Context: an optimization exercise on an open-source flow, tuned for small area, a short achievable clock period and few clock cycles per item. The choices shown serve that exercise and are no tape-out recipe.
RTL that was checked went through simulation tests only; none was proved equivalent to the original.
No functional check of the RTL was part of run 6.
Power is estimated from default activity; no workload was simulated.

`design/flow/design.v`:
```
package icache_pkg;
	localparam int OFFSET_W = 4;
	localparam int INDEX_W  = 4;
	localparam int ADDR_W   = 32;
	localparam int TAG_W    = ADDR_W - INDEX_W - OFFSET_W;
	typedef logic [ADDR_W-1:0]   addr_t;
	typedef logic [TAG_W-1:0]    tag_t;
	typedef logic [INDEX_W-1:0]  index_t;
	typedef logic [OFFSET_W-1:0] offset_t;
	typedef logic [31:0]         word_t;
	typedef struct packed {
		tag_t    tag;
		index_t  index;
		offset_t offset;
	} fetch_addr_t;
	typedef struct packed {
		logic valid;
		tag_t tag;
	} tag_entry_t;
	typedef enum logic [1:0] {
		REFILL_IDLE,
		REFILL_REQUEST,
		REFILL_COLLECT,
		REFILL_COMMIT
	} refill_state_t;
endpackage
module icache_lookup #(
	parameter int W = 1
) (
	input  logic         sel_i,
	input  logic [W-1:0] a_i,
	input  logic [W-1:0] b_i,
	output logic [W-1:0] y_o
);
	assign y_o = sel_i ? b_i : a_i;
endmodule
module icache_hit_check #(
	parameter int LB = 7
) (
	input  logic [29:0]   addr_i,
	input  logic [29:LB]  head_hi_i,
	input  logic [LB-1:0] end_lo_i,
	output logic          seq_o
);
	assign seq_o = (addr_i[LB-1:0] == end_lo_i) && (addr_i[29:LB] == head_hi_i);
endmodule
module icache_data_read (
	input  logic rvalid_i,
	input  logic rdy_i,
	output logic valid_o
);
	assign valid_o = rvalid_i && rdy_i;
endmodule
module icache_req_gate (
	input  logic rvalid_i,
	input  logic ireq_i,
	input  logic ereq_i,
	output logic req_o
);
	assign req_o = ireq_i || (rvalid_i && ereq_i);
endmodule
module icache_top #(
	parameter int OFFSET_W = icache_pkg::OFFSET_W,
	parameter int INDEX_W  = icache_pkg::INDEX_W,
	parameter int TAG_W    = icache_pkg::ADDR_W - INDEX_W - OFFSET_W
) (
	input  logic                  clock_i,
	input  logic                  rst_n_i,
	input  logic                  fetch_i,
	input  icache_pkg::addr_t     fetch_addr_i,
	input  logic                  flush_i,
	output logic                  instr_valid_o,
	output icache_pkg::word_t     instr_o,
	output icache_pkg::addr_t     instr_addr_o,
	output logic                  miss_o,
	output logic                  mem_req_o,
	output icache_pkg::addr_t     mem_line_addr_o,
	input  logic                  mem_rvalid_i,
	input  icache_pkg::word_t     mem_rdata_i
);
	localparam int CAP = 31;
	localparam int LOW = 4;
	logic [4:0]     n_q;      
	logic           busy_q;   
	logic           lm_q;     
	logic           miss_q;
	logic           rdy_q;    
	logic           ireq_q;   
	logic           ereq_q;   
	logic [29:0]    h_q;      
	logic [1:0]     wc_q;     
	logic [LOW-1:0] ml_q;     
	logic [LOW+1:0] el_q;     
	logic           xb_q;     
	logic           seq;
	logic           nz;
	logic           acc;
	logic           last;
	logic           start;
	logic           cont;
	logic           deliver;
	logic           endw;
	logic           req;
	logic           lost;
	logic           fall;
	logic           clr;
	logic [LOW+1:0] h_inc;
	logic [4:0]     n_d;
	logic           busy_d;
	logic           lm_d;
	logic [29:0]    h_d;
	logic [1:0]     wc_d;
	logic           m_d;
	logic           v0_d;
	logic           rdy_d;
	logic           ireq_d;
	logic [LOW+1:0] el_d;
	logic           xb_d;
	logic           miss_d [2];
	assign h_inc = h_q[LOW+1:0] + (LOW+2)'(1);
	icache_hit_check #(.LB(LOW + 2)) i_seq (
		.addr_i    (fetch_addr_i[31:2]),
		.head_hi_i (h_q[29:LOW+2]),
		.end_lo_i  (el_q),
		.seq_o     (seq)
	);
	logic n_ge1;
	logic n_ge2;
	logic n_ge3;
	logic n_ge4;
	logic n_cap;
	logic r_ge1;
	logic r_ge2;
	logic r_ge3;
	assign n_ge1 = n_q != '0;
	assign n_ge2 = n_q > 5'd1;
	assign n_ge3 = n_q > 5'd2;
	assign n_ge4 = n_q > 5'd3;
	assign n_cap = n_q == 5'(CAP - 1);
	assign nz      = n_ge1;
	assign deliver = mem_rvalid_i && rdy_q;
	assign r_ge1   = deliver ? n_ge2 : n_ge1;
	assign r_ge2   = deliver ? n_ge3 : n_ge2;
	assign r_ge3   = deliver ? n_ge4 : n_ge3;
	assign acc     = fetch_i && !miss_q && !flush_i;
	assign last    = !r_ge1;
	assign start   = acc && last;
	assign cont    = acc && !last;
	assign endw    = mem_rvalid_i && (wc_q == 2'd3);
	assign req     = ireq_q || (mem_rvalid_i && ereq_q);
	assign lost    = endw && lm_q && (miss_q ? n_ge2 : n_ge1) && !rdy_q;
	assign fall    = miss_q && !r_ge2;
	assign clr     = flush_i || lost;
	assign busy_d = req || (busy_q && !endw);
	assign lm_d   = !last && (req || (lm_q && !endw));
	assign h_d    = last ? fetch_addr_i[31:2]
		: {h_q[29:LOW+2], deliver ? h_inc : h_q[LOW+1:0]};
	assign wc_d   = req ? 2'd0 : {wc_q[1] ^ (wc_q[0] && mem_rvalid_i), wc_q[0] ^ mem_rvalid_i};
	always_comb
	begin
		if (flush_i || (fall && !lost))
		begin
			n_d = '0;
		end
		else if (lost || start)
		begin
			n_d = 5'd1;
		end
		else if (cont && !deliver)
		begin
			n_d = n_q + 5'd1;
		end
		else if (deliver && !cont)
		begin
			n_d = n_q - 5'd1;
		end
		else
		begin
			n_d = n_q;
		end
	end
	always_comb
	begin
		if (deliver)
		begin
			m_d = 1'b1;
		end
		else if (req)
		begin
			m_d = h_q[1:0] == 2'd0;
		end
		else if (mem_rvalid_i)
		begin
			m_d = h_q[1:0] == wc_q + 2'd1;
		end
		else
		begin
			m_d = h_q[1:0] == wc_q;
		end
	end
	assign el_d = last ? fetch_addr_i[LOW+3:2] + (LOW+2)'(1) : el_q + (LOW+2)'(acc);
	assign xb_d = last ? (&fetch_addr_i[LOW+3:2]) : (xb_q || (acc && (&el_q)));
	assign v0_d   = !clr && (miss_q ? r_ge2 : (acc || r_ge1));
	assign rdy_d  = busy_d && lm_d && v0_d && m_d;
	assign ireq_d = !busy_d && v0_d;
	logic drop0;
	logic drop1;
	logic v1_d;
	logic ereq_d;
	assign drop0 = cont;
	assign drop1 = cont && (n_cap || xb_q);
	assign miss_d[0] = !flush_i && (lost || (miss_q ? !fall : drop0));
	assign miss_d[1] = !flush_i && (lost || (miss_q ? !fall : drop1));
	assign v1_d = !clr && (miss_q ? r_ge3 : r_ge2);
	assign ereq_d = busy_d && (wc_d == 2'd3) && (lm_d ? (rdy_d && v1_d) : v0_d);
	logic miss_pick;
	icache_lookup #(.W(1)) i_pick_miss (
		.sel_i (seq),
		.a_i   (miss_d[0]),
		.b_i   (miss_d[1]),
		.y_o   (miss_pick)
	);
	icache_req_gate i_req_o (
		.rvalid_i (mem_rvalid_i),
		.ireq_i   (ireq_q),
		.ereq_i   (ereq_q),
		.req_o    (mem_req_o)
	);
	icache_data_read i_valid_o (
		.rvalid_i (mem_rvalid_i),
		.rdy_i    (rdy_q),
		.valid_o  (instr_valid_o)
	);
	assign mem_line_addr_o = {h_q[29:LOW+2], ml_q, 4'b0000};
	assign instr_o         = mem_rdata_i;
	assign instr_addr_o    = {h_q, 2'b00};
	assign miss_o          = miss_q;
	always_ff @(posedge clock_i or negedge rst_n_i)
	begin
		if (!rst_n_i)
		begin
			n_q    <= '0;
			busy_q <= 1'b0;
			lm_q   <= 1'b0;
			miss_q <= 1'b0;
			rdy_q  <= 1'b0;
			ireq_q <= 1'b0;
			ereq_q <= 1'b0;
		end
		else
		begin
			miss_q <= miss_pick;
			ereq_q <= ereq_d;
			n_q    <= n_d;
			rdy_q  <= rdy_d;
			ireq_q <= ireq_d;
			busy_q <= busy_d;
			lm_q   <= lm_d;
		end
	end
	always_ff @(posedge clock_i)
	begin
		h_q  <= h_d;
		wc_q <= wc_d;
		ml_q <= h_d[LOW+1:2] + LOW'(lm_d);
		el_q <= el_d;
		xb_q <= xb_d;
	end
endmodule
```
`design/flow/flow/run.sh`:
```
#!/bin/bash
# own flow: the standard layout, with port buffers of a plain buffer cell,
# no adder cells in synthesis, and a strong buffer on the memory's
# word-valid input
set -o pipefail
cp standard.sh standard.sh.txt 2>/dev/null
cp config.mk config.mk.txt
export BUFFER_PORTS_ARGS="-buffer_cell sky130_fd_sc_hd__buf_1"
export ADDER_MAP_FILE=
export POST_GLOBAL_PLACE_TCL="$PWD/flow/post_gpl.tcl"
bash standard.sh > standard.log 2>&1
```
`design/flow/flow/post_gpl.tcl`:
```
# The memory's word-valid input reaches two outputs through one gate each:
# give its port buffer the drive for its fanout, so that no extra buffer
# sits on those input-to-output paths.
foreach port {mem_rvalid_i} {
  set net [get_nets $port]
  foreach pin [get_pins -of_objects $net] {
    set inst [get_cells -of_objects $pin]
    set ref [get_property $inst ref_name]
    puts "post_gpl: $port drives [get_full_name $inst] ($ref)"
    if { [string match "sky130_fd_sc_hd__buf_*" $ref] } {
      replace_cell $inst sky130_fd_sc_hd__buf_8
      puts "post_gpl: [get_full_name $inst] now sky130_fd_sc_hd__buf_8"
    }
  }
}
```
`design/flow/standard.sh`:
```
#!/bin/bash
# synth_recipe.tcl (not shown) runs the flow's synth.tcl, then flattens the netlist and writes it again
# the make line also repeats each setting of config.mk as NAME=value (left out here)
make -C /OpenROAD-flow-scripts/flow DESIGN_CONFIG=/design/flow/config.mk WORK_HOME=/design/flow/orfs CLKGATE_MAP_FILE= SYNTH_SCRIPT=/design/flow/synth_recipe.tcl "${@:-finish}"
```
`design/flow/config.mk`:
```
export PLATFORM = sky130hd
export DESIGN_NAME = icache_top
export DESIGN_NICKNAME = icache_top
export VERILOG_FILES = /design/flow/design.v
export SDC_FILE = /design/flow/constraint.sdc
export NUM_CORES = 4
export LEC_CHECK = 0
export CAP_MARGIN = 20
export CORE_MARGIN = 2
export CORE_UTILIZATION = 60
export SETUP_SLACK_MARGIN = 2.0
export SLEW_MARGIN = 20
export SYNTH_HIERARCHICAL = 1
export SYNTH_MINIMUM_KEEP_SIZE = 0
```
`design/flow/constraint.sdc`:
```
create_clock -name core_clock -period 4.0 [get_ports {clock_i}]
set_input_delay 0.8000 -clock core_clock [delete_from_list [all_inputs] [get_ports {clock_i}]]
set_output_delay 0.8000 -clock core_clock [all_outputs]
set_load 0.01 [all_outputs]
```
==> out/qor.csv, run 1 <==
stage;metric;value;unit
synthesis;synth-seq-cells;54;
routing;ant_nets;0;
timing;setup_violations;0;
placement;dp_hpwl;4600;microns
routing;drcViolationCount;0;
timing;final.setup.tns;0;ps
power;leakagePower;1.36;nW
power;p_per_area;421;nW/um^2
final_layout;num_antenna_cells;0;
synthesis;postSynth.asyncResetShare;20.4;%
timing;rsz0062_at_grt;true;
critical_path;critPathTopFamily;buffers and inverters;
critical_path;reg2reg_depth;8;
routing;firstDrtPassIters;4;
run_status;outcome;finished clean;
run;maxCapViolCount;0;
timing;finalClockSkew;9.75;ps
floorplan;num_rows;26;
floorplan;die_w;77.2;microns
routing;wl_per_cell;14.9;microns
synthesis;synth_adder_area_share;0.312;%
cts;cts.sinks;54;
routing;drt-initial-drc-count;88;
timing;post-route-min-period;2000;ps
synthesis;synth_top_family_by_area;buffers and inverters;
timing;tightestPinTransition;637;ps
routing;detail_route.wirelength;6550;microns
cts;clk_latency;310;ps
synthesis;synth_ff_type;edfxtp_1;
timing;timing.fmax;499;MHz
synthesis;synthCells;317;
cts;cts_tree;done;
synthesis;synthTopCellsByCount;buf_4 (62), xor2_1 (29), edfxtp_1 (26);
critical_path;crit_required;3200;ps
critical_path;cp.depth;3;
synthesis;synth_top_area_share;24.3;%
final_layout;syn2layout_area_growth;10.5;%
global_routing;grt_max_degree;23;
placement;io_buffer_count;95;
timing;slew_headroom;57.5;%
critical_path;max_stage_delay;170;ps
synthesis;synth_compound_area_share;9.28;%
floorplan;coreArea;5140;sq um
critical_path;worstSetupEndpointType;output port;
final_layout;nets;438;
synthesis;netlist_area;3210;sq um
global_routing;grt_pass1_vias;2126;
placement;placed_area;3210;sq um
synthesis;synth-xor-area-share;14.7;%
synthesis;synth_edf_count;26;
synthesis;yosys.area.top_type;edfxtp_1;
cts;path_clk_slew;90;ps
global_routing;grt_usage;21.5;%
global_routing;antenna_found_initial;0;
final_layout;drive_gt1_share;15.7;%
timing;finalCritPeriodShare;50.1;%
final_layout;num-fill-cells;417;
synthesis;yosys_warnings;9;
timing;maxSlewViolCount;0;
critical_path;cp.buffers_inverters;2;
critical_path;cp_cell_sequence;buf_12 > a21o_1 > clkbuf_2;
critical_path;cp_max_fo;6;
synthesis;ys_types;55;
critical_path;cp-start-kind;input pin;
routing;viasPerCell;5.26;
synthesis;yosys.area_share.simple;14.5;%
cts;cts_root_buf;clkbuf_8;
floorplan;die_h;77.2;microns
floorplan;ios;168;
global_routing;grt_pass1_wl;10300;microns
floorplan;initial_utilization;62.5;%
critical_path;critPathKind;in -> out;
global_routing;overflow;0;
final_layout;final_cell_area;3550;sq um
cts;numCtsBuffers;5;
synthesis;synth.mux.area_fraction;1.09;%
timing;hold_viol;0;
synthesis;synth_area_per_cell;10.1;sq um
floorplan;die_area;5950;sq um
critical_path;cpMaxStageDelayCell;a21o_1;
cts;cts_buffer_depth;2;
cts;htree_num_levels;2;
power;ir_worst_vdd;0.223;mV
worst_hold_path;hold_class;in -> async;
routing;vias;2313;
synthesis;ys_seq_area_share;43.5;%
synthesis;synth.most_common_cell;buf_4;
critical_path;cp.arrival;1200;ps
synthesis;synthTopCellsByArea;edfxtp_1 (24%), buf_4 (14%), dfxtp_1 (11%), dfrtp_1 (8.6%), xor2_1 (7.9%);
[sequential cells by signal (all words and copies together), names as in the netlist, 2 cells and up]
| name | count |
|---|---|
| h_q | 30 |
| n_q | 5 |
| wc_q | 2 |
| ml_q | 4 |
| el_q | 6 |
[modules after synthesis, one instance, submodules excluded, excerpt]
module            flip-flops and latches  cells inside
icache_top                            54           274
icache_req_gate                        0             1
icache_data_read                       0             1
[routing by layer]
metal / share of wire (%) / routed length, microns / GRT usage (%) / vias up
li1: - / - / - / 1127
met1: 46 / 2990 / 28.8 / 1060
met2: 47 / 3060 / 34.9 / 110
met3: 5.8 / 381 / 3.29 / 16
met4: 1.9 / 124 / 8.57 / 0
met5: 0 / 0 / 0 / -
[layout by cell type, fill, tap and decap left out, types with 3 or more instances in the layout]
master,count
a21o_1,5
a21oi_1,9
buf_1,89
buf_4,11
clkbuf_2,4
clkbuf_8,5
conb_1,6
dfrtp_1,9
dfxtp_1,17
edfxtp_1,26
inv_1,4
nand2_1,24
nand2_4,3
nand3_1,10
nand4_1,5
nor2_1,13
nor3_1,3
nor4_2,5
o21ai_0,10
xnor2_1,23
xor2_1,29
[power by group]
group	internal (W)	switching, W
Sequential	0.000669	0.0000901
Clock	0.000120	0.000178
Combinational	0.000202	0.000236
Total	0.000991	0.000504
[worst paths after layout]
kind	from	to	slack, ps
hold / removal	rst_n_i	n_q[4]$_DFFE_PN0P_	470
min in group core_clock	n_q[4]$_DFFE_PN0P_	n_q[4]$_DFFE_PN0P_	540
setup / recovery	mem_rvalid_i	mem_req_o	2000
hold reg to reg	n_q[4]$_DFFE_PN0P_	n_q[4]$_DFFE_PN0P_	540
setup reg to reg	n_q[2]$_DFFE_PN0P_	ml_q[1]$_DFF_P_	2070
max in group asynchronous	rst_n_i	n_q[2]$_DFFE_PN0P_	3080
[worst register-to-register path, cell delays in order (launching register included)]
cell	delay (ps)
dfrtp_2	430
or3_4	400
nor2_4	150
nand2_4	80
inv_6	90
nor2_4	70
maj3_1	380
xnor2_1	130
a21oi_1	130
[what timing repair did]
action	4_1_cts	5_1_grt
setup endpoints to repair	45	11
hold buffers	0	0
resized for setup	17	12
cloned	2	0
buffers inserted	8	3
pin swaps	8	2
[metrics by stage]
stage | hold slack (ps) | setup slack [ps] | utilization (%) | total power (W) | std cells
CTS | 482 | 1970 | 67.8 | 0.00148 | 437
floorplan | 482 | 1720 | - | 0.00108 | 322
finish | 474 | 2000 | 69.0 | 0.00150 | 440
detailed placement | 519 | 1510 | 62.4 | 0.00113 | 419
global route | 519 | 1960 | 69.0 | 0.00158 | 440
global placement | 521 | 1150 | 62.2 | 0.00112 | 419
[area by class of cell]
cell class / count / area [sq um] / share of cell area [%]
clock inverters: 3 / 16.3 / 0.458
multi-input cells: 194 / 1410 / 39.8
repair buffers: 109 / 542 / 15.3
clock buffers: 5 / 68.8 / 1.94
flip-flops and latches: 54 / 1400 / 39.4
well taps: 70 / 87.6 / 2.47
inverters: 5 / 23.8 / 0.670
[logic make-up (layout without fill, tap and decap cells)]
family | Yosys count | in the layout
compound gates | 44 | 44
other cells | 1 | 6
fa+ha+maj | 1 | 1
flops | 54 | 54
buf+inv | 74 | 122
simple gates | 86 | 86
mux | 3 | 3
xor+xnor | 54 | 54
Testbench counts, summed over its fixed seeds: cycles 72,333, items 32,000.
==> run 2, diff against run 1 <==
--- a/design/flow/design.v
+++ b/design/flow/design.v
@@ -91,3 +91,2 @@
 	logic [1:0]     wc_q;     
-	logic [LOW-1:0] ml_q;     
 	logic [LOW+1:0] el_q;     
@@ -233,3 +232,3 @@
 	);
-	assign mem_line_addr_o = {h_q[29:LOW+2], ml_q, 4'b0000};
+	assign mem_line_addr_o = {h_q[29:LOW+2], h_q[LOW+1:2] + LOW'(lm_q), 4'b0000};
 	assign instr_o         = mem_rdata_i;
@@ -264,3 +263,2 @@
 		wc_q <= wc_d;
-		ml_q <= h_d[LOW+1:2] + LOW'(lm_d);
 		el_q <= el_d;
--- a/design/flow/config.mk
+++ b/design/flow/config.mk
@@ -10,3 +10,3 @@
 export CORE_UTILIZATION = 60
-export SETUP_SLACK_MARGIN = 2.0
+export SETUP_SLACK_MARGIN = 1.9
 export SLEW_MARGIN = 20
==> run 2 against run 1 <==
Clock power rose by 16%; die area rose by 0.62%; register-to-register slack barely moved; via count fell by 2.8%; critical path depth did not move; final area fell by 5.5%; still clean; largest cell class is now sequential cells; hold slack improved by 12 ps; combinational power fell by 18%; sequential power fell by 6.5%; flip-flop and latch count fell by 4; first-iteration DRC count rose by 41%.
==> out/qor.csv, run 2 <==
stage;metric;value;unit;change
run_status;outcome;finished clean;;
synthesis;synth_edf_count;30;;+15%
critical_path;critPathKind;reg -> out;;
floorplan;ios;168;;unchanged
timing;maxSlewViolCount;0;;unchanged
power;p_sw_share;31.4;%;-2.3 points
synthesis;synth_top_family_by_area;buffers and inverters;;
routing;vias;2249;;-2.8%
power;power_frac_comb;25.5;%;-3.8 points
final_layout;nets;434;;-0.91%
synthesis;synth-seq-cells;50;;-7.4%
synthesis;synth.mux.area_fraction;1.70;%;+0.61 points
final_layout;regMostFlops;h_q;;
power;p_switching;0.000445;W;-12%
floorplan;die_area;5990;sq um;+0.62%
critical_path;cp_cell_sequence;buf_4 > xor2_1 > buf_1;;
cts;htree_num_levels;2;;unchanged
routing;drcViolationCount;0;;unchanged
timing;final.setup.worst_slack;1970;ps;-30.1 ps
power;power_frac_clock;24.5;%;+4.5 points
power;ir_worst_vdd;0.265;mV;+19%
routing;ant_nets;0;;unchanged
synthesis;postSynth.asyncResetShare;22.0;%;+1.6 points
synthesis;ys_types;52;;-5.5%
synthesis;synth_ff_type;edfxtp_1;;
power;p_seq_share;50.0;%;-0.8 points
synthesis;synth_area_per_cell;9.97;sq um;-1.5%
cts;path_clk_slew;80;ps;about the same
cts;cts_tree;done;;
run;maxCapViolCount;0;;unchanged
critical_path;cp-start-kind;register;;
synthesis;synth_top_area_share;27.9;%;+3.6 points
cts;clk_latency;300;ps;about the same
final_layout;fin_util;65.3;%;-3.8 points
timing;rsz0062_at_grt;true;;
synthesis;yosys_warnings;9;;unchanged
global_routing;antenna_found_initial;0;;unchanged
floorplan;coreArea;5140;sq um;unchanged
synthesis;synth_adder_area_share;0;%;-0.31 points
synthesis;synth-xor-area-share;15.2;%;+0.45 points
final_layout;reg_top3;h_q x30, el_q x6, n_q x5;;
final_layout;syn2layout_area_growth;3.79;%;
critical_path;worstSetupEndpointType;output port;;
timing;holdWs;486;ps;+12.2 ps
global_routing;overflow;0;;unchanged
synthesis;synthCells;324;;+2.2%
synthesis;ys_seq_area_share;42.0;%;-1.5 points
timing;finalCritPeriodShare;50.9;%;+0.75 points
final_layout;mostFrequentLayoutCells;buf_1 (93), nand2_1 (30), edfxtp_1 (30);;
synthesis;yosys.area.top_type;edfxtp_1;;
cts;cts_buffer_depth;2;;unchanged
timing;slew_headroom;58.5;%;+0.95 points
placement;dp_hpwl;4450;microns;-3.2%
cts;cts.sinks;50;;-7.4%
power;power.internal;0.000973;W;-1.9%
routing;firstDrtPassIters;4;;unchanged
placement;placed_area;3180;sq um;-0.78%
final_layout;final_common_cell;buf_1;;
routing;detail_route.wirelength;6040;microns;-7.8%
final_layout;drive_gt1_share;9.56;%;-6.1 points
cts;numCtsBuffers;5;;unchanged
synthesis;synth.most_common_cell;buf_4;;
critical_path;crit_required;3200;ps;about the same
global_routing;grt_pass1_vias;2003;;-5.8%
global_routing;grt_usage;19.9;%;-1.6 points
cts;cts_root_buf;clkbuf_8;;
floorplan;num_rows;26;;unchanged
synthesis;synthTopCellsByCount;buf_4 (65), edfxtp_1 (30), nand2_1 (30);;
cts;hold_buffers;0;;unchanged
critical_path;cp_max_fo;6;;unchanged
critical_path;cp.arrival;1230;ps;+30 ps
final_layout;num_antenna_cells;0;;unchanged
floorplan;initial_utilization;62.9;%;+0.41 points
synthesis;synthTopCellsByArea;edfxtp_1 (28%), buf_4 (15%), dfrtp_1 (8.5%), xnor2_1 (7.9%), xor2_1 (7.3%);;
synthesis;netlist_area;3230;sq um;+0.66%
timing;finalClockSkew;7.14;ps;-2.61 ps
floorplan;die_h;77.4;microns;+0.31%
final_layout;final_cell_area;3350;sq um;-5.5%
timing;tightestPinTransition;623;ps;-14.3 ps
placement;dpl_worst_slack;1500;ps;-7.69 ps
power;leakagePower;1.24;nW;-8.7%
timing;final.setup.tns;0;ps;unchanged
global_routing;grt_pass1_wl;9470;microns;-8.0%
timing;post-route-min-period;2030;ps;+30.1 ps
critical_path;cpMaxStageDelayCell;edfxtp_1;;
timing;setup_violations;0;;unchanged
synthesis;synth_compound_area_share;9.91;%;+0.64 points
critical_path;r2r_start;n_q[2]$_DFFE_PN0P_;;
power;p_per_area;423;nW/um^2;+0.30%
worst_hold_path;hold_class;in -> async;;
routing;drt-initial-drc-count;124;;+41%
global_routing;grt_max_degree;39;;+70%
timing;hold_viol;0;;unchanged
routing;wl_per_cell;13.9;microns;-7.0%
final_layout;largest_register_ffs;30;;unchanged
synthesis;yosys.area_share.simple;14.0;%;-0.48 points
timing;timing.fmax;492;MHz;-1.5%
critical_path;critPathLaunch;h_q[2]$_DFFE_PP_;;
floorplan;die_w;77.4;microns;+0.31%
critical_path;max_stage_delay;480;ps;+310 ps
routing;viasPerCell;5.16;;-1.9%
placement;io_buffer_count;95;;unchanged
==> run 2: kinds of logic after synthesis <==
kind of cell	after synthesis
muxes	5
buffers and inverters	77
DFF	50
xor gates and xnor gates	56
AOI/OAI and AO/OA	49
and+or+nand+nor	86
other	1
==> run 2: final cells by class <==
class / instances / area (sq um)
clock buffers: 6 / 72.6
clock inverters: 2 / 37.5
fillers: 452 / 1790
inverters: 4 / 22.5
multi-input cells: 202 / 1360
flip-flops and latches: 50 / 1360
well taps: 70 / 87.6
repair buffers: 102 / 422
==> run 2: Yosys stat by module (local to each module, per instance), excerpt <==
| module | times used | area (sq um) | cells | flip-flops and latches |
|---|---|---|---|---|
| icache_data_read | 1 | 6.26 | 1 | 0 |
| icache_req_gate | 1 | 7.51 | 1 | 0 |
| icache_top | 1 | 2870 | 281 | 50 |
==> run 2: stage by stage <==
stage                     instances  power [W]
after floorplan                 329    0.00102
after global placement          423    0.00106
after detailed placement        423    0.00107
after CTS                       433    0.00142
after global routing            436    0.00150
final                           436    0.00142
==> run 2: critical path: cells and delay by family, from the launching register on <==
family | cells | cell delay, ps
DFF | 1 | 480
buffers and inverters | 2 | 340
xor gates and xnor gates | 1 | 120
==> run 2: worst paths after layout <==
kind	end	slack, ps	cells after the start
worst min register to register	ereq_q$_DFF_PN0_	550	2
worst min-delay path	ireq_q$_DFF_PN0_	490	1
worst max register to register	miss_q$_DFF_PN0_	2060	6
max in group asynchronous	ereq_q$_DFF_PN0_	3120	1
min in group core_clock	ereq_q$_DFF_PN0_	550	2
worst max-delay path	mem_line_addr_o[4]	1970	3
==> run 2: metal layers <==
metal | vias to the layer above | wire length [microns] | GRT usage (%)
li1 | 1127 | - | -
met1 | 1023 | 2790 | 27.9
met2 | 80 | 2790 | 30.4
met3 | 19 | 349 | 4.07
met4 | 0 | 111 | 7.50
met5 | - | 0 | 0
==> run 2: timing repair <==
item                       CTS  global route
gates resized for setup      3             5
setup endpoints to repair   44            15
setup buffers                2             3
==> run 2: power groups by stage <==
stage | registers (W) | clock network [W] | logic (W)
detailed placement | 0.000722 | 0 | 0.000343
global placement | 0.000721 | 0 | 0.000339
global route | 0.000721 | 0.000376 | 0.000399
CTS | 0.000710 | 0.000360 | 0.000353
finish | 0.000710 | 0.000348 | 0.000361
floorplan | 0.000713 | 0 | 0.000310
Testbench counts of run 2, summed over its fixed seeds: cycles 72,333, items 32,000.
==> run 3, diff against run 2 <==
--- a/design/flow/flow/post_gpl.tcl
+++ b/design/flow/flow/post_gpl.tcl
@@ -4,3 +4,3 @@
 foreach port {mem_rvalid_i} {
-  set net [get_nets $port]
+  set net [get_nets -of_objects [get_ports $port]]
   foreach pin [get_pins -of_objects $net] {
==> run 3 against run 2 <==
The flow now stops in 3_3_place_gp; synthesized cell count stayed put; area after synthesis stayed put.
==> out/qor.csv, run 3 <==
stage;metric;value;unit;change
run_status;outcome;stopped before the end;;
run_status;failing_step;3_3_place_gp;;
run_status;tool.error;[ERROR STA-0100] unsupported object type Port.;;
synthesis;synth_area_per_cell;9.97;sq um;unchanged
synthesis;synthCells;324;;unchanged
synthesis;ys_types;52;;unchanged
floorplan;initial_utilization;62.9;%;unchanged
floorplan;die_w;77.4;microns;unchanged
synthesis;synth.most_common_cell;buf_4;;
synthesis;synthTopCellsByCount;buf_4 (65), edfxtp_1 (30), nand2_1 (30);;
synthesis;synthTopCellsByArea;edfxtp_1 (28%), buf_4 (15%), dfrtp_1 (8.5%), xnor2_1 (7.9%), xor2_1 (7.3%);;
floorplan;die_h;77.4;microns;unchanged
synthesis;synth-seq-cells;50;;unchanged
synthesis;synth_top_area_share;27.9;%;unchanged
synthesis;synth_ff_type;edfxtp_1;;
placement;io_buffer_count;95;;unchanged
floorplan;ios;168;;unchanged
synthesis;netlist_area;3230;sq um;unchanged
synthesis;ys_seq_area_share;42.0;%;unchanged
synthesis;postSynth.asyncResetShare;22.0;%;unchanged
floorplan;num_rows;26;;unchanged
synthesis;yosys.area.top_type;edfxtp_1;;
synthesis;synth_edf_count;30;;unchanged
synthesis;yosys_warnings;9;;unchanged
==> run 3: cell counts after synthesis <==
Identical to the previous run, type by type.
==> run 3: logic make-up after synthesis <==
kind of cell    count (synthesis)  synth area share (%)
xor+xnor                       56                  15.2
other cells                     1                 0.116
buf+inv                        77                  17.1
mux                             5                  1.70
flops                          50                  42.0
compound gates                 49                  9.91
simple gates                   86                  14.0
==> run 3: Yosys stat by module (local to each module, per instance), excerpt <==
module	area, sq um	times used
icache_data_read	6.26	1
icache_req_gate	7.51	1
icache_top	2870	1
==> run 4, diff against run 3 <==
--- a/design/flow/flow/post_gpl.tcl
+++ b/design/flow/flow/post_gpl.tcl
@@ -4,3 +4,3 @@
 foreach port {mem_rvalid_i} {
-  set net [get_nets -of_objects [get_ports $port]]
+  set net [get_nets $port]
   foreach pin [get_pins -of_objects $net] {
--- a/design/flow/config.mk
+++ b/design/flow/config.mk
@@ -10,3 +10,3 @@
 export CORE_UTILIZATION = 60
-export SETUP_SLACK_MARGIN = 1.9
+export SETUP_SLACK_MARGIN = 2.1
 export SLEW_MARGIN = 20
==> run 4 against run 3 <==
The run now finishes clean; area after synthesis stayed put; synthesized cell count is the same.
==> out/qor.csv, run 4 <==
stage;metric;value;unit;change
critical_path;max_stage_delay;480;ps;
critical_path;cp_max_fo;6;;
floorplan;initial_utilization;62.9;%;unchanged
routing;drt-initial-drc-count;114;;
power;fin_total_pwr;0.00140;W;
critical_path;cpMaxStageDelayCell;edfxtp_1;;
global_routing;grt_max_degree;25;;
placement;io_buffer_count;95;;unchanged
global_routing;overflow;0;;
timing;maxSlewViolCount;0;;
power;leakagePower;1.35;nW;
timing;post-route-min-period;2020;ps;
final_layout;reg_top3;h_q x30, el_q x6, n_q x5;;
power;power.internal;0.000934;W;
floorplan;die_h;77.4;microns;unchanged
synthesis;yosys.area.top_type;edfxtp_1;;
critical_path;cp-start-kind;register;;
global_routing;grt_pass1_vias;2037;;
synthesis;synth_area_per_cell;9.97;sq um;unchanged
routing;firstDrtPassIters;4;;
final_layout;ff_latch_area;1360;sq um;
critical_path;critPathKind;reg -> out;;
synthesis;synth.most_common_cell;buf_4;;
timing;final.setup.tns;0;ps;
power;p_per_area;398;nW/um^2;
final_layout;syn2layout_area_growth;9.10;%;
synthesis;synth-seq-cells;50;;unchanged
power;ir_worst_vdd;0.224;mV;
run;maxCapViolCount;0;;
critical_path;crit_required;3200;ps;
final_layout;nets;442;;
worst_hold_path;hold_class;in -> async;;
floorplan;die_area;5990;sq um;
final_layout;mostFrequentLayoutCells;buf_1 (83), edfxtp_1 (30), nand2_1 (29), xnor2_1 (29), xor2_1 (26);;
timing;rsz0062_at_grt;true;;
global_routing;antenna_found_initial;0;;
power;p_sw_share;33.3;%;
critical_path;cp_cell_sequence;buf_6 > xor2_1 > buf_2;;
routing;wl_per_cell;14.2;microns;
synthesis;ys_types;52;;unchanged
timing;setup_violations;0;;
floorplan;num_rows;26;;unchanged
timing;slew_headroom;58.2;%;
routing;ant_nets;0;;
synthesis;postSynth.asyncResetShare;22.0;%;unchanged
routing;vias;2314;;
critical_path;cp.arrival;1220;ps;
placement;dpl_worst_slack;1590;ps;
synthesis;synthCells;324;;unchanged
synthesis;netlist_area;3230;sq um;unchanged
cts;cts_root_buf;clkbuf_8;;
synthesis;synth_top_area_share;27.9;%;unchanged
timing;tightestPinTransition;627;ps;
timing;final.setup.worst_slack;1980;ps;
floorplan;ios;168;;unchanged
final_layout;stdcell_count;444;;
global_routing;grt_usage;20.3;%;
floorplan;coreArea;5140;sq um;
power;power_frac_comb;28.9;%;
critical_path;critPathTopFamily;flip-flops;;
power;power_frac_clock;20.4;%;
synthesis;ys_seq_area_share;42.0;%;unchanged
cts;numCtsBuffers;5;;
cts;htree_num_levels;2;;
global_routing;grt_pass1_wl;9730;microns;
synthesis;synthTopCellsByCount;buf_4 (65), edfxtp_1 (30), nand2_1 (30);;
critical_path;rrSetupSlack;2170;ps;
synthesis;synth_edf_count;30;;unchanged
synthesis;yosys_warnings;9;;unchanged
cts;cts_tree;done;;
run_status;outcome;finished clean;;
final_layout;num_antenna_cells;0;;
cts;path_clk_slew;90;ps;
synthesis;synthTopCellsByArea;edfxtp_1 (28%), buf_4 (15%), dfrtp_1 (8.5%), xnor2_1 (7.9%), xor2_1 (7.3%);;
final_layout;regMostFlops;h_q;;
timing;hold_viol;0;;
timing;finalCritPeriodShare;50.4;%;
final_layout;num-fill-cells;439;;
cts;cts_buffer_depth;2;;
placement;dp.cells;423;;
final_layout;drive_gt1_share;16.8;%;
final_layout;largest_register_ffs;30;;
floorplan;die_w;77.4;microns;unchanged
final_layout;fin_util;68.6;%;
placement;dp_hpwl;4510;microns;
power;p_seq_share;50.7;%;
routing;drcViolationCount;0;;
final_layout;multi_input_area;1420;sq um;
timing;timing.fmax;496;MHz;
synthesis;synth_ff_type;edfxtp_1;;
timing;finalClockSkew;6.56;ps;
final_layout;final_common_cell;buf_1;;
critical_path;cp.buffers_inverters;2;;
cts;cts.sinks;50;;
routing;detail_route.wirelength;6290;microns;
cts;clk_latency;300;ps;
critical_path;worstSetupEndpointType;output port;;
power;p_switching;0.000467;W;
routing;viasPerCell;5.21;;
[run 4: cell type report]
cell class              count  share of cell area (%)
clock buffers               5                    1.95
clock inverters             3                   0.461
inverters                   4                   0.639
multi-input cells         202                    40.3
flip-flops and latches     50                    38.5
well taps                  70                    2.48
repair buffers            110                    15.6
[run 4: what timing repair did]
action | 4_1_cts | 5_1_grt
setup buffers | 5 | 8
hold buffers | 0 | 0
resized for setup | 24 | 20
setup endpoints to repair | 48 | 40
pin swaps | 5 | 7
[run 4: worst paths after layout]
check / end / depth (start not counted) / start
setup / recovery: mem_line_addr_o[4] / 3 / h_q[2]$_DFFE_PP_
hold / removal: ereq_q$_DFF_PN0_ / 1 / rst_n_i
setup reg to reg: miss_q$_DFF_PN0_ / 6 / n_q[2]$_DFFE_PN0P_
hold reg to reg: xb_q$_DFF_P_ / 2 / xb_q$_DFF_P_
max in group asynchronous: miss_q$_DFF_PN0_ / 1 / rst_n_i
min in group core_clock: xb_q$_DFF_P_ / 2 / xb_q$_DFF_P_
[run 4: modules after synthesis, one instance, submodules excluded, a selection]
module	times used	cells inside	cell area, sq um
icache_top	1	281	2870
icache_req_gate	1	1	7.51
icache_data_read	1	1	6.26
[run 4: worst register-to-register path: stages, from the launching register on]
cell and delay (ps):
dfrtp_1 450, or3_4 480, o21ai_1 150, a21oi_1 80, o21bai_1 170, o21ai_0 110
mux2_4 270
[run 4: kinds of logic (layout without fill, tap and decap cells)]
| logic type | Yosys count | after routing | share of synthesized area [%] |
|---|---|---|---|
| AND/OR/NAND/NOR | 86 | 86 | 14.0 |
| AO/OA/AOI/OAI | 49 | 49 | 9.91 |
| other | 1 | 6 | 0.116 |
| flip-flops | 50 | 50 | 42.0 |
| multiplexers | 5 | 5 | 1.70 |
| XOR/XNOR | 56 | 56 | 15.2 |
| buffers and inverters | 77 | 122 | 17.1 |
[run 4: power groups by stage]
stage / combinational [W] / sequential [W] / clock [W]
global route: 0.000446 / 0.000724 / 0.000316
finish: 0.000405 / 0.000711 / 0.000286
global placement: 0.000339 / 0.000721 / 0
floorplan: 0.000312 / 0.000715 / 0
detailed placement: 0.000344 / 0.000724 / 0
CTS: 0.000373 / 0.000710 / 0.000297
[run 4: through the flow]
stage	area, sq um	hold slack, ps
6_report	3530	481
5_1_grt	3530	517
4_1_cts	3390	483
2_1_floorplan	3270	468
3_3_place_gp	3180	507
3_5_place_dp	3190	504
[run 4: layer usage]
layer	global-route usage, %	part of all wire (%)
met5	0	0
met2	31.2	46
met1	29.0	46
met4	6.25	1.6
met3	4.19	5.9
==> run 5, diff against run 4 <==
--- a/design/flow/config.mk
+++ b/design/flow/config.mk
@@ -10,3 +10,3 @@
 export CORE_UTILIZATION = 60
-export SETUP_SLACK_MARGIN = 2.1
+export SETUP_SLACK_MARGIN = 2.0
 export SLEW_MARGIN = 20
==> run 5 against run 4 <==
Clock power grew 22%; cell count shrank 1.4%; still clean on timing, DRC and antenna; global-route usage shrank 0.15 points; largest power group unchanged; routed wire length shrank 2.8%; final area shrank 3.8%; die area is the same; area after synthesis is the same; sequential share of layout area grew 1.4 points; critical path type is now in -> reg; sequential power is essentially flat; synthesized cell count is the same; via count shrank 1.7%; non-clock buffer count shrank 6.
==> out/qor.csv, run 5 <==
stage;metric;value;unit;change
run_status;outcome;finished clean;;
critical_path;cp.arrival;2200;ps;+980 ps
final_layout;num-fill-cells;444;;+1.1%
final_layout;reg_top3;h_q x30, el_q x6, n_q x5;;
synthesis;synth-seq-cells;50;;unchanged
routing;wl_per_cell;14.0;microns;-1.4%
critical_path;critPathKind;in -> reg;;
critical_path;crit_end;miss_q$_DFF_PN0_;;
power;leakagePower;1.28;nW;-5.0%
cts;htree_num_levels;2;;unchanged
routing;detail_route.wirelength;6120;microns;-2.8%
routing;drcViolationCount;0;;unchanged
final_layout;drive_gt1_share;11.7;%;-5.2 points
synthesis;netlist_area;3230;sq um;unchanged
power;p_per_area;420;nW/um^2;+5.6%
cts;cts_buffer_depth;2;;unchanged
final_layout;largest_register_ffs;30;;unchanged
timing;tightestPinTransition;624;ps;-3.88 ps
floorplan;die_w;77.4;microns;unchanged
routing;ant_nets;0;;unchanged
synthesis;synthTopCellsByCount;buf_4 (65), edfxtp_1 (30), nand2_1 (30);;
global_routing;grt_pass1_wl;9600;microns;-1.3%
timing;rsz0062_at_grt;true;;
routing;vias;2274;;-1.7%
synthesis;yosys_warnings;9;;unchanged
timing;final.setup.tns;0;ps;unchanged
synthesis;synth_edf_count;30;;unchanged
critical_path;worstReg2RegEnd;miss_q$_DFF_PN0_;;
timing;slew_headroom;58.4;%;+0.26 points
cts;cts.sinks;50;;unchanged
critical_path;cp-start-kind;input pin;;
global_routing;grt_pass1_vias;2017;;-0.98%
synthesis;synthTopCellsByArea;edfxtp_1 (28%), buf_4 (15%), dfrtp_1 (8.5%), xnor2_1 (7.9%), xor2_1 (7.3%);;
timing;finalClockSkew;6.39;ps;-0.175 ps
critical_path;critPathLaunch;fetch_addr_i[24];;
floorplan;coreArea;5140;sq um;unchanged
timing;hold_viol;0;;unchanged
routing;drt-initial-drc-count;127;;+11%
global_routing;grt_max_degree;39;;+56%
timing;setup_violations;0;;unchanged
timing;timing.fmax;497;MHz;about the same
power;ir_worst_vdd;0.267;mV;+19%
timing;post-route-min-period;2010;ps;-1.69 ps
routing;firstDrtPassIters;4;;unchanged
global_routing;antenna_found_initial;0;;unchanged
critical_path;rrSetupSlack;2060;ps;-110 ps
critical_path;crit_required;4190;ps;+990 ps
routing;viasPerCell;5.19;;-0.38%
cts;numCtsBuffers;5;;unchanged
final_layout;num_antenna_cells;0;;unchanged
global_routing;grt_usage;20.2;%;-0.15 points
synthesis;postSynth.asyncResetShare;22.0;%;unchanged
cts;clk_latency;300;ps;about the same
floorplan;ios;168;;unchanged
synthesis;ys_types;52;;unchanged
timing;maxSlewViolCount;0;;unchanged
floorplan;die_h;77.4;microns;unchanged
critical_path;worstSetupEndpointType;register;;
cts;cts_tree;done;;
floorplan;initial_utilization;62.9;%;unchanged
final_layout;nets;436;;-1.4%
timing;finalCritPeriodShare;50.3;%;about the same
synthesis;ys_seq_area_share;42.0;%;unchanged
critical_path;cp_max_fo;2;;-4
placement;dp_hpwl;4450;microns;-1.3%
timing;holdWs;485;ps;+4.70 ps
final_layout;mostFrequentLayoutCells;buf_1 (88), nand2_1 (30), edfxtp_1 (30);;
placement;io_buffer_count;95;;unchanged
synthesis;synth_top_area_share;27.9;%;unchanged
cts;hold_buffers;0;;unchanged
critical_path;reg2reg_depth;6;;unchanged
synthesis;synth_area_per_cell;9.97;sq um;unchanged
synthesis;yosys.area.top_type;edfxtp_1;;
final_layout;syn2layout_area_growth;4.96;%;
synthesis;synthCells;324;;unchanged
global_routing;overflow;0;;unchanged
final_layout;regMostFlops;h_q;;
critical_path;r2r_start;n_q[2]$_DFFE_PN0P_;;
floorplan;num_rows;26;;unchanged
cts;path_clk_slew;80;ps;about the same
worst_hold_path;hold_class;in -> async;;
run;maxCapViolCount;0;;unchanged
final_layout;final_common_cell;buf_1;;
synthesis;synth.most_common_cell;buf_4;;
synthesis;synth_ff_type;edfxtp_1;;
floorplan;die_area;5990;sq um;unchanged
cts;cts_root_buf;clkbuf_8;;
-- run 5: cell types whose count changed in the layout (fill, tap and decap cells not counted), moves of 2 or more --
| cell | delta |
|---|---|
| dfrtp_1 | +2 |
| nor4_1 | +2 |
| dfrtp_2 | -2 |
| buf_6 | -6 |
| nor4_2 | -2 |
| buf_1 | +5 |
| buf_4 | -3 |
-- run 5: report_power, final --
part | leakage (nW) | switching (W) | internal [W]
registers | 0.536 | 0.0000840 | 0.000627
clock network | 0.0514 | 0.000162 | 0.000187
logic | 0.697 | 0.000204 | 0.000162
-- run 5: per-stage QoR --
stage	total power, W	worst slack (ps)	area [sq um]	instances	util [%]
3_3_place_gp	0.00106	1160	3170	423	61.7
3_5_place_dp	0.00107	1500	3180	423	61.9
2_1_floorplan	0.00102	2010	3250	329	-
4_1_cts	0.00143	1980	3350	435	65.3
5_1_grt	0.00150	1900	3390	438	66.0
6_report	0.00142	1990	3390	438	66.0
-- run 5: final cells by class --
| class | count | area, sq um | area share [%] |
|---|---|---|---|
| repair buffers | 104 | 445 | 13.1 |
| inverters | 4 | 22.5 | 0.664 |
| well taps | 70 | 87.6 | 2.58 |
| flip-flops and latches | 50 | 1360 | 40.0 |
| clock inverters | 2 | 37.5 | 1.11 |
| clock buffers | 6 | 72.6 | 2.14 |
| multi-input cells | 202 | 1370 | 40.4 |
-- run 5: worst max-delay path, stage by stage --
cell,delay (ps)
buf_1,100
xor2_1,150
nor4_1,380
nand4_1,220
nor4_4,220
mux2_4,320
-- run 5: what timing repair did --
item | CTS | global route
resized for setup | 12 | 4
gates cloned | 0 | 0
endpoints found under the setup margin | 47 | 6
pin swaps | 2 | 3
setup buffers | 4 | 3
-- run 5: layer usage --
metal	track usage (%)	wire, microns	vias to the layer above
met5	0	0	-
met4	7.50	111	0
met3	4.07	378	19
met2	31.3	2860	86
met1	28.0	2770	1034
li1	-	-	1135
-- run 5: worst min-delay path by stage --
stage / startpoint / endpoint / cells after the start
global placement: n_q[4]$_DFFE_PN0P_ / n_q[4]$_DFFE_PN0P_ / 1
CTS: rst_n_i / miss_q$_DFF_PN0_ / 1
global route: rst_n_i / n_q[1]$_DFFE_PN0P_ / 1
finish: rst_n_i / n_q[1]$_DFFE_PN0P_ / 1
floorplan: xb_q$_DFF_P_ / xb_q$_DFF_P_ / 2
detailed placement: n_q[4]$_DFFE_PN0P_ / n_q[4]$_DFFE_PN0P_ / 1
-- run 5: cells by family after synthesis --
| group | share of synthesized area (%) |
|---|---|
| buf+inv | 17.1 |
| xor+xnor | 15.2 |
| simple gates | 14.0 |
| flops | 42.0 |
| other cells | 0.116 |
| compound gates | 9.91 |
| mux | 1.70 |
-- run 5: per-module statistics from Yosys, one instance, submodules excluded, excerpt --
| module | cells | flip-flops and latches | cell area (sq um) |
|---|---|---|---|
| icache_top | 281 | 50 | 2870 |
| icache_req_gate | 1 | 0 | 7.51 |
| icache_data_read | 1 | 0 | 6.26 |
==> run 6, diff against run 5 <==
--- a/design/flow/design.v
+++ b/design/flow/design.v
@@ -80,5 +80,6 @@
 );
-	localparam int CAP = 31;
+	localparam int CAP = 15;
+	localparam int NW  = $clog2(CAP + 1);
 	localparam int LOW = 4;
-	logic [4:0]     n_q;      
+	logic [NW-1:0]  n_q;      
 	logic           busy_q;   
@@ -106,3 +107,3 @@
 	logic [LOW+1:0] h_inc;
-	logic [4:0]     n_d;
+	logic [NW-1:0]  n_d;
 	logic           busy_d;
@@ -134,6 +135,6 @@
 	assign n_ge1 = n_q != '0;
-	assign n_ge2 = n_q > 5'd1;
-	assign n_ge3 = n_q > 5'd2;
-	assign n_ge4 = n_q > 5'd3;
-	assign n_cap = n_q == 5'(CAP - 1);
+	assign n_ge2 = n_q > NW'(1);
+	assign n_ge3 = n_q > NW'(2);
+	assign n_ge4 = n_q > NW'(3);
+	assign n_cap = n_q == NW'(CAP - 1);
 	assign nz      = n_ge1;
@@ -165,3 +166,3 @@
 		begin
-			n_d = 5'd1;
+			n_d = NW'(1);
 		end
@@ -169,3 +170,3 @@
 		begin
-			n_d = n_q + 5'd1;
+			n_d = n_q + NW'(1);
 		end
@@ -173,3 +174,3 @@
 		begin
-			n_d = n_q - 5'd1;
+			n_d = n_q - NW'(1);
 		end
==> design/flow/flow/run.sh (replaced) <==
#!/bin/bash
# own flow: the standard layout, with port buffers of a plain buffer cell
set -o pipefail
cp standard.sh standard.sh.txt 2>/dev/null
cp config.mk config.mk.txt
export BUFFER_PORTS_ARGS="-buffer_cell sky130_fd_sc_hd__buf_1"
export ADDER_MAP_FILE=
bash standard.sh > standard.log 2>&1
--- a/design/flow/config.mk
+++ b/design/flow/config.mk
@@ -10,3 +10,3 @@
 export CORE_UTILIZATION = 60
-export SETUP_SLACK_MARGIN = 2.0
+export SETUP_SLACK_MARGIN = 1.9
 export SLEW_MARGIN = 20
@@ -14 +14,2 @@
 export SYNTH_MINIMUM_KEEP_SIZE = 0
+export TNS_END_PERCENT = 10
removed: design/flow/flow/post_gpl.tcl
==> run 6 against run 5 <==
Routed wire length increased by 3.8%; clock skew shrank 1.9 ps; via count fell by 1.8%; fmax down 3.8%; non-clock buffer count decreased by 5; critical endpoint is now mem_line_addr_o[4]; largest cell class is now sequential cells.
==> out/qor.csv, run 6 <==
stage;metric;value;unit;change
final_layout;syn2layout_area_growth;2.51;%;
final_layout;regMostFlops;h_q;;
synthesis;synth-seq-cells;49;;-2.0%
synthesis;synth_edf_count;30;;unchanged
power;power.internal;0.000860;W;-12%
cts;cts_root_buf;clkbuf_8;;
synthesis;ys_types;54;;+3.8%
timing;rsz0062_at_grt;true;;
final_layout;mostFrequentLayoutCells;buf_1 (93), nand2_1 (30), edfxtp_1 (30);;
final_layout;num-fill-cells;472;;+6.3%
critical_path;reg2reg_depth;6;;unchanged
timing;timing.fmax;478;MHz;-3.8%
synthesis;synth-xor-area-share;14.8;%;-0.37 points
final_layout;drive_gt1_share;8.40;%;-3.3 points
routing;wl_per_cell;14.9;microns;+6.5%
cts;cts_buffer_depth;2;;unchanged
floorplan;coreArea;5070;sq um;-1.3%
global_routing;antenna_found_initial;0;;unchanged
floorplan;die_h;76.3;microns;-1.4%
critical_path;cpMaxStageDelayCell;edfxtp_1;;
floorplan;ios;168;;unchanged
timing;finalCritPeriodShare;52.3;%;+2.0 points
synthesis;ys_seq_area_share;42.5;%;+0.51 points
critical_path;cp_cell_sequence;buf_4 > xor2_1 > buf_1;;
routing;detail_route.wirelength;6350;microns;+3.8%
cts;path_clk_slew;90;ps;about the same
synthesis;synth_ff_type;edfxtp_1;;
placement;io_buffer_count;95;;unchanged
timing;setup_violations;0;;unchanged
synthesis;synth.most_common_cell;buf_4;;
critical_path;r2r_start;n_q[1]$_DFFE_PN0P_;;
routing;drt-initial-drc-count;112;;-12%
run;maxCapViolCount;0;;unchanged
routing;ant_nets;0;;unchanged
synthesis;synth_compound_area_share;9.90;%;-0.011 points
cts;htree_num_levels;2;;unchanged
critical_path;worstReg2RegEnd;n_q[3]$_DFFE_PN0P_;;
power;power_frac_comb;24.4;%;-1.3 points
floorplan;initial_utilization;61.8;%;-1.1 points
timing;finalClockSkew;4.49;ps;-1.89 ps
global_routing;grt_max_degree;44;;+13%
synthesis;synthTopCellsByArea;edfxtp_1 (29%), buf_4 (15%), dfrtp_1 (8.0%), xor2_1 (7.5%), xnor2_1 (7.3%);;
routing;vias;2234;;-1.8%
final_layout;num_antenna_cells;0;;unchanged
synthesis;synth.mux.area_fraction;0.798;%;-0.91 points
power;p_per_area;402;nW/um^2;-4.3%
global_routing;grt_pass1_wl;10100;microns;+4.7%
power;p_seq_share;53.0;%;+3.1 points
critical_path;cp-start-kind;register;;
routing;firstDrtPassIters;4;;unchanged
timing;slew_headroom;61.5;%;+3.1 points
final_layout;nets;425;;-2.5%
final_layout;final_common_cell;buf_1;;
final_layout;stdcell_count;427;;-2.5%
synthesis;yosys_warnings;9;;unchanged
power;p_sw_share;33.4;%;+1.8 points
timing;final.setup.tns;0;ps;unchanged
synthesis;synth_top_family_by_area;buffers and inverters;;
routing;viasPerCell;5.23;;+0.77%
power;ir_worst_vdd;0.205;mV;-23%
synthesis;yosys.area.top_type;edfxtp_1;;
floorplan;die_w;76.3;microns;-1.4%
final_layout;reg_top3;h_q x30, el_q x6, n_q x4;;
critical_path;max_stage_delay;500;ps;+120 ps
synthesis;netlist_area;3130;sq um;-3.0%
synthesis;synthCells;317;;-2.2%
critical_path;crit_required;3200;ps;-990 ps
final_layout;fin_util;63.3;%;-2.7 points
critical_path;cp.arrival;1290;ps;-910 ps
global_routing;grt_pass1_vias;2084;;+3.3%
power;power_frac_clock;22.6;%;-1.8 points
final_layout;largest_register_ffs;30;;unchanged
floorplan;num_rows;26;;unchanged
synthesis;synth_area_per_cell;9.89;sq um;-0.88%
critical_path;cp.buffers_inverters;2;;+1
critical_path;critPathTopFamily;flip-flops;;
cts;cts_tree;done;;
placement;dpl_worst_slack;1230;ps;-267 ps
cts;clk_latency;300;ps;about the same
run_status;outcome;finished clean;;
timing;post-route-min-period;2090;ps;+79.5 ps
timing;final.setup.worst_slack;1910;ps;-79.5 ps
critical_path;rrSetupSlack;2070;ps;about the same
cts;cts.sinks;49;;-2.0%
worst_hold_path;hold_class;in -> async;;
power;leakagePower;1.17;nW;-8.8%
power;p_switching;0.000432;W;-4.0%
synthesis;yosys.area_share.simple;14.4;%;+0.36 points
synthesis;postSynth.asyncResetShare;20.4;%;-1.6 points
critical_path;cp_max_fo;7;;+5
routing;drcViolationCount;0;;unchanged
timing;tightestPinTransition;577;ps;-46.3 ps
synthesis;synth_adder_area_share;0;%;unchanged
placement;dp.cells;415;;-1.9%
synthesis;synthTopCellsByCount;buf_4 (62), edfxtp_1 (30), nand2_1 (30);;
global_routing;grt_usage;21.4;%;+1.3 points
cts;numCtsBuffers;5;;unchanged
critical_path;worstSetupEndpointType;output port;;
critical_path;critPathKind;reg -> out;;
placement;dp_hpwl;4700;microns;+5.4%
floorplan;die_area;5820;sq um;-2.9%
global_routing;overflow;0;;unchanged
placement;gp_congestion;0.769;;
timing;maxSlewViolCount;0;;unchanged
synthesis;synth_top_area_share;28.7;%;+0.87 points
timing;hold_viol;0;;unchanged
## run 6: changes by cell type after synthesis, moves of 3 or more
cell,previous run,this run
o211ai_1,3,0
xnor2_1,29,26
o21ai_0,8,15
nand3_1,10,13
o21ai_1,9,2
mux2i_1,4,1
buf_4,65,62
inv_1,3,6
## run 6: modules after synthesis (local to each module, per instance), a selection
module | cells inside | area [sq um]
icache_top | 274 | 2780
icache_req_gate | 1 | 7.51
icache_data_read | 1 | 6.26
## run 6: layer usage
layer | part of all wire, % | wire length (microns) | GRT usage, % | vias to the layer above
met2 | 45 | 2880 | 34.2 | 83
met3 | 5.6 | 358 | 4.38 | 22
li1 | - | - | - | 1107
met4 | 1.7 | 108 | 6.18 | 0
met1 | 47 | 3000 | 29.9 | 1022
met5 | 0 | 0 | 0 | -
## run 6: worst max path at each step
stage	startpoint	endpoint	slack, ps	depth (start not counted)
2_1_floorplan	flush_i	miss_q$_DFF_PN0_	1960	6
6_report	h_q[2]$_DFFE_PP_	mem_line_addr_o[4]	1910	3
3_3_place_gp	mem_rvalid_i	n_q[3]$_DFFE_PN0P_	1250	7
3_5_place_dp	mem_rvalid_i	n_q[3]$_DFFE_PN0P_	1230	7
4_1_cts	h_q[2]$_DFFE_PP_	mem_line_addr_o[7]	1900	3
5_1_grt	h_q[2]$_DFFE_PP_	mem_line_addr_o[4]	1820	3
## run 6: worst reg2reg max path, stage by stage, from the launching register on
cell and delay, ps:
dfrtp_1 560, nor3_2 370, nand2_2 230, inv_6 340, nand3_1 120, nand2_1 130, a211oi_1 60
## run 6: cell families (layout without fill, tap and decap cells)
kind of cell / Yosys count / after routing
buffers and inverters: 79 / 114
AND/OR/NAND/NOR: 88 / 88
XOR/XNOR: 53 / 53
flip-flops: 49 / 49
other: 1 / 6
AO/OA/AOI/OAI: 45 / 45
multiplexers: 2 / 2
## run 6: metrics by stage
stage               cell area, sq um  total power [W]  hold WS, ps
floorplan                       3150         0.000958          476
global placement                3070         0.000992          535
detailed placement              3070         0.000998          545
CTS                             3170          0.00129          485
global route                    3210          0.00136          513
finish                          3210          0.00129          463
## run 6: what timing repair did
item | 4_1_cts | 5_1_grt
endpoints found under the setup margin | 43 | 20
gates cloned | 0 | 0
buffers inserted | 0 | 4
hold buffers | 0 | 0
gates resized for setup | 3 | 6
## run 6: cell type report
type / instances / area (sq um) / area share [%]
clock inverter: 3 / 17.5 / 0.545
inverter: 7 / 31.3 / 0.974
sequential: 49 / 1330 / 41.5
tap: 70 / 87.6 / 2.73
clock buffer: 5 / 68.8 / 2.14
multi-input combinational: 194 / 1280 / 40.0
timing repair buffer: 99 / 392 / 12.2
## run 6: power groups by stage
stage / registers (W) / clock network, W / logic, W
3_3_place_gp: 0.000693 / 0 / 0.000298
6_report: 0.000685 / 0.000291 / 0.000316
4_1_cts: 0.000686 / 0.000297 / 0.000304
3_5_place_dp: 0.000697 / 0 / 0.000300
5_1_grt: 0.000697 / 0.000312 / 0.000350
2_1_floorplan: 0.000687 / 0 / 0.000271

## what the ideal ports hide
Ports are ideal in the flow. The routed layouts listed here were re-timed in OpenROAD.
Step 1: set_driving_cell puts a clkbuf_16 on clock_i and a buf_2 on each other input, an assumption about the parent block.
Step 2 also shifts input and output timing later by t, the mid clock arrival at the registers, as if the neighbouring blocks saw the same clock.
a / b / c = ideal / step 1 / step 2; a / b = the first two.
| run | t, ns | slack for setup (ns) | slew at the worst register clock pin (ns) | worst slew at a driven data input, ns | pins driven straight from the clock port |
|---|---|---|---|---|---|
| run 1 | 0.332 | 1.996 / 1.899 / 1.615 | 0.10 / 0.10 | 0.14 | 1 |
| run 2 | 0.324 | 1.966 / 1.938 / 1.674 | 0.09 / 0.09 | 0.07 | 1 |
| run 4 | 0.328 | 1.985 / 1.956 / 1.775 | 0.09 / 0.09 | 0.07 | 1 |
| run 5 | 0.324 | 1.986 / 1.959 / 1.668 | 0.09 / 0.09 | 0.07 | 1 |
| run 6 | 0.325 | 1.907 / 1.878 / 1.647 | 0.09 / 0.09 | 0.08 | 1 |
After both steps setup and hold are still met in every run listed. The setup slack of run 1, which loses most, moves by -0.097 ns with the drivers and by -0.381 ns with both steps.
